This is an optimization exercise on Yosys and OpenROAD, whose aim is small area, a short achievable clock period and few clock cycles, not a production implementation.
In this exercise RTL edits were held to simulation tests only and were not proved equivalent to the original.
No activity file was given, so power comes from the tool's default toggle rates.

==> flow/design.v (outline; a module is shown in full before it is edited, if it fits) <==
// module fir_fa: 11 lines
// module fir_ha: 10 lines
// module fir_filter_streaming: 6348 lines
module fir_filter_streaming
#(
   parameter int TAPS = 8
)
(
   input  logic                clock,
   input  logic                reset,
   input  logic                req_valid,
   output logic                req_stall,
   input  logic signed [15:0]  req_sample,
   output logic                rsp_valid,
   input  logic                rsp_stall,
   output logic signed [34:0]  rsp_filtered,
   input  logic                csr_write_en,
   input  logic [7:0]          csr_index,
   input  logic signed [15:0]  csr_wdata
);
  // ...
==> flow/run.sh <==
#!/bin/bash
# synth_recipe.tcl (not shown) runs the flow's synth.tcl, then flattens the netlist and writes it again
# the make line also repeats each setting of config.mk as NAME=value (left out here)
make -C /OpenROAD-flow-scripts/flow DESIGN_CONFIG=/design/flow/config.mk WORK_HOME=/design/flow/orfs CLKGATE_MAP_FILE= SYNTH_SCRIPT=/design/flow/synth_recipe.tcl finish
==> flow/config.mk <==
export PLATFORM = sky130hd
export DESIGN_NAME = fir_filter_streaming
export DESIGN_NICKNAME = fir_filter_streaming
export VERILOG_FILES = /design/flow/design.v
export SDC_FILE = /design/flow/constraint.sdc
export NUM_CORES = 4
export LEC_CHECK = 0
export ABC_AREA = 1
export CAP_MARGIN = 20
export CORE_MARGIN = 2
export CORE_UTILIZATION = 40
export SETUP_SLACK_MARGIN = 4.4
export SLEW_MARGIN = 20
export SYNTH_HIERARCHICAL = 1
export SYNTH_MINIMUM_KEEP_SIZE = 0
==> flow/constraint.sdc <==
create_clock -name core_clock -period 8.0 [get_ports {clock}]
set_input_delay 1.6000 -clock core_clock [delete_from_list [all_inputs] [get_ports {clock}]]
set_output_delay 1.6000 -clock core_clock [all_outputs]
set_load 0.01 [all_outputs]
==> metrics.cfg, run 1 <==
[run_status]
status = no timing/DRC/antenna violations

[critical_path]
cp.required_ps = 8510
cp_num_cells = 7
path_buf_inv = 1
critPathSlowestCell = fa_1

[clock_tree]
cts_tree = yes
cts_hold_buf = 0
ctsRootBufferMaster = clkbuf_16
clock_path_buffers = 3

[yosys]
syn_area_sq_um = 67700
yosysSeqAreaShare_pct = 30.1
synth_top_area_share_pct = 32.7

[global_route]
grt.total_usage_pct = 39.3
met1_usage_pct = 47.7
gr-max-usage-layer = met2
grt_pass1_wl_mm = 464
gr-usage-met3_pct = 20.7
grt_pass1_vias = 54400

[placed_design]
dp_cells = 7964

[die]
die-area_sq_um = 173000

[timing]
rsz0062_at_grt = yes

[power]
power_frac_clock_pct = 38.3
p_per_area_nw_per_um2 = 159

[hold_path]
min_from = p1_q[0]$_DFFE_PN_

[finish]
inv_count = 398

[detailed_routing]
drtAntennaViolNets = 0

Testbench counts, summed over its fixed seeds: cycles 16,024.
==> inputs of run 2 (changes only) <==
--- a/flow/config.mk
+++ b/flow/config.mk
@@ -9,5 +9,5 @@
 export CAP_MARGIN = 20
 export CORE_MARGIN = 2
-export CORE_UTILIZATION = 40
+export CORE_UTILIZATION = 60
 export SETUP_SLACK_MARGIN = 4.4
 export SLEW_MARGIN = 20
==> run 2 against run 1 <==
Largest cell class unchanged. Clock skew is 9.8 ps higher. Flip-flop and latch count stayed put. Global-route usage is 17 points higher. Sequential power hardly changed. Sequential share of layout area is 0.50 points higher. Hold slack hardly changed. Maximum frequency is 0.26% lower. Utilization is 22 points higher. Register-to-register slack hardly changed.
==> metrics.cfg, run 2 <==
[global_route]
grt-ovfl-total = 0
grt_antenna_before_repair = 30
grt.met2_usage_pct = 75.2
grt_pass1_wl_mm = 443  ; -4.6%
met1_usage_pct = 63.5  ; +16 points
grt_max_degree = 162
grt_pass1_vias = 56200  ; +3.4%
gr-max-usage-layer = met2
grt.total_usage_pct = 55.9  ; +17 points
gr-usage-met3_pct = 37.3  ; +17 points

[hold_path]
whs_path_depth = 0
hold_class = reg -> reg

[finish]
utilization_pct = 69.3
layout-drive-gt1-share_pct = 17.1
layout_commonest_cell = fa_1
area_growth_pct = 14.8
reg_top3 = p1_q x330, p2_q x85
final_nets = 7402
fillers = 8113
regMostFlops = p1_q
largest_reg_flops = 330
layout_common_cells = fa_1, xor2_1, o22ai_1

[yosys]
synth_edf_count = 450
ys_ff_latch = 793
synth_flop_cell = edfxtp_1
synth_top_area_share_pct = 32.7  ; unchanged
synth_common_cells = fa_1, xor2_1, o22ai_1, edfxtp_1, clkbuf_1
yosysWarnings = 7
synthArstFlopShare_pct = 0
synthTopCellsByArea = fa_1, edfxtp_1, xor2_1
syn_area_per_cell_sq_um = 11.1
synthCells = 6078
yosysTopAreaCell = fa_1
synth_cell_types = 38
syn_area_sq_um = 67700  ; unchanged
synth_most_common_cell = fa_1
yosysSeqAreaShare_pct = 30.1  ; unchanged

[clock_tree]
clkLatencyLatePin_ps = 780
htree_levels = 3
cts_hold_buf = 0  ; unchanged
cts_tree = yes
cts_sinks = 793
numCtsBuffers = 92
clock_path_buffers = 3  ; unchanged
ctsRootBufferMaster = clkbuf_16
clk_transition_reported_paths_ps = 70

[timing]
finalSetupTns_ps = 0
rsz0062_at_grt = yes
slew_violations = 0
fin_crit_ps = 3760
fin_worst_skew_ps = 68.3
final-hold-violation-count = 0
min_period_over_period_pct = 47.0
slew_headroom_pct = 3.35
setup_viol = 0
worst_pin_slew_ps = 1450
fmax_ghz = 0.266

[critical_path]
cpMostUsedCell = fa_1
endpoint_kind = register
slowest_delay_ps = 600
critPathArrivalTime_ps = 4230
path_buf_inv = 1  ; unchanged
crit_fanout = 17
critPathKind = reg -> reg
start_kind = register
cp.required_ps = 8470  ; -40 ps
critPathSlowestCell = fa_1
cp_num_cells = 7  ; unchanged
ff2ff_path_depth = 7
critPathTopFamily = adder cells
worstPathCellList = clkinv_4 > o22ai_1 > xor2_2 > fa_1 > fa_1 > fa_1 > fa_1

[run_status]
status = no timing/DRC/antenna violations

[die]
rows = 123
die-area_sq_um = 116000  ; -33%
die_x_um = 340
num_io_pins = 82
start_util_pct = 60.3
fp.dieH_um = 340
fp.coreArea_sq_um = 112000

[detailed_routing]
wl_mm = 328
wl_per_cell_um = 41.9
drcViolationCount = 0
drtIter0Drc = 10100
vias = 58000
drtAntennaViolNets = 0  ; unchanged
first_pass_iters = 14
vias_per_cell = 7.42

[run]
cap_violations = 0

[power]
cellLeakagePower_nw = 38.3
p_per_area_nw_per_um2 = 157  ; -1.5%
ir_drop_v = 0.000222

[placed_design]
port_buffers = 81
hpwl_mm = 241
gp_congestion = 1.13

==> run 2: layout make-up <==
type	count	area, sq um	share of cell area (%)
Inverter	379	2210	2.84
Clock inverter	36	452	0.581
Antenna cell	32	80.1	0.103
Sequential cell	793	20500	26.4
Timing Repair Buffer	512	5100	6.56
Timing Repair inverter	2	10.0	0.0129
Clock buffer	134	2670	3.44
Multi-Input combinational cell	4431	44900	57.7
Tap cell	1500	1880	2.41
==> run 2: worst register-to-register path, delay by kind of cell (launching register included) <==
family / cells / cell delay (ps)
fa+ha+maj: 4 / 2030
flops: 1 / 380
compound gates: 1 / 360
xor+xnor: 1 / 480
buf+inv: 1 / 220
==> run 2: worst paths after layout <==
path	start	end	slack, ps
hold / removal	p1_q[0]$_DFFE_PN_	p2_q[0]$_DFFE_PN_	430
setup / recovery	hist3_q[12]$_SDFFE_PP0P_	p1_q[137]$_DFFE_PN_	4240
setup reg to reg	hist3_q[12]$_SDFFE_PP0P_	p1_q[137]$_DFFE_PN_	4240
hold reg to reg	p1_q[0]$_DFFE_PN_	p2_q[0]$_DFFE_PN_	430
==> run 2: power by group <==
group	leakage (nW)	switching [mW]	total (mW)	internal, mW
Combinational	28.6	1.89	2.86	0.970
Sequential	8.13	0.180	4.87	4.69
Clock	1.50	2.02	4.47	2.45
Total	38.3	4.09	12.2	8.11
==> run 2: repair_timing <==
item                       CTS  global route
resized for setup          341           242
pin swaps                    5            30
setup endpoints to repair  278           213
buffers inserted           250            93
cloned                       0             2
==> run 2: cell families (layout without fill, tap and decap cells) <==
family                   after synthesis  after routing  share of synthesized area [%]
other                                  1             40                        0.00554
AO/OA/AOI/OAI                       1645           1645                           14.0
adder cells (fa/ha/maj)             1146           1146                           33.4
AND/OR/NAND/NOR                      539            539                           3.27
XOR/XNOR                            1093           1093                           14.1
buffers and inverters                861           1063                           5.03
flip-flops                           793            793                           30.1
==> run 2: modules after synthesis, one instance, submodules excluded <==
module,flip-flops and latches,cells
fir_ha,0,1
fir_filter_streaming,793,4961
fir_fa,0,1
==> run 2: layer usage <==
| metal | wire [um] | vias up | part of all wire (%) |
|---|---|---|---|
| met5 | 1600 | - | 0.49 |
| met4 | 32200 | 48 | 9.8 |
| met3 | 63700 | 2056 | 19 |
| met2 | 126000 | 6500 | 39 |
| met1 | 104000 | 28300 | 32 |
| li1 | - | 21100 | - |
==> run 2: through the flow <==
step           std cells  cell area, sq um  setup WS [ps]  total power [mW]  hold WS, ps
2_1_floorplan       6085             67700           4610              6.53          400
3_3_place_gp        7271             69100           3400              7.50          401
3_5_place_dp        7272             69200           3420              7.56          410
4_1_cts             7692             75900           4380              11.9          431
5_1_grt             7798             77700           4350              12.5          440
6_report            7819             77700           4240              12.2          426

-- static timing again, ports no longer ideal --
The results above use ideal ports. As a check the final layouts listed here were re-extracted and re-timed, cells and wires unchanged.
Step 1 sets driving cells, clkbuf_16 on the clock port and buf_2 on the other inputs (assumed; they add their load-dependent delay and slew).
Step 2 adds t to the input delays and takes it off the output delays; t is the mean of the earliest and latest rising clock arrival at the registers after step 1. Input paths then give back, and output paths get back, about the clock's delay inside the block.
a / b / c = no drivers / after step 1 / after step 2; a / b = the first two.
run | t, ns | setup slack, ns | cell pins on the clock port's net
run 1 | 0.842 | 4.247 / 4.247 / 3.552 | 1
run 2 | 0.836 | 4.238 / 4.238 / 3.665 | 1
After both steps every run listed still meets setup and hold. The setup slack of run 1, which loses most, moves by 0.000 ns with the drivers and by -0.695 ns with both steps.
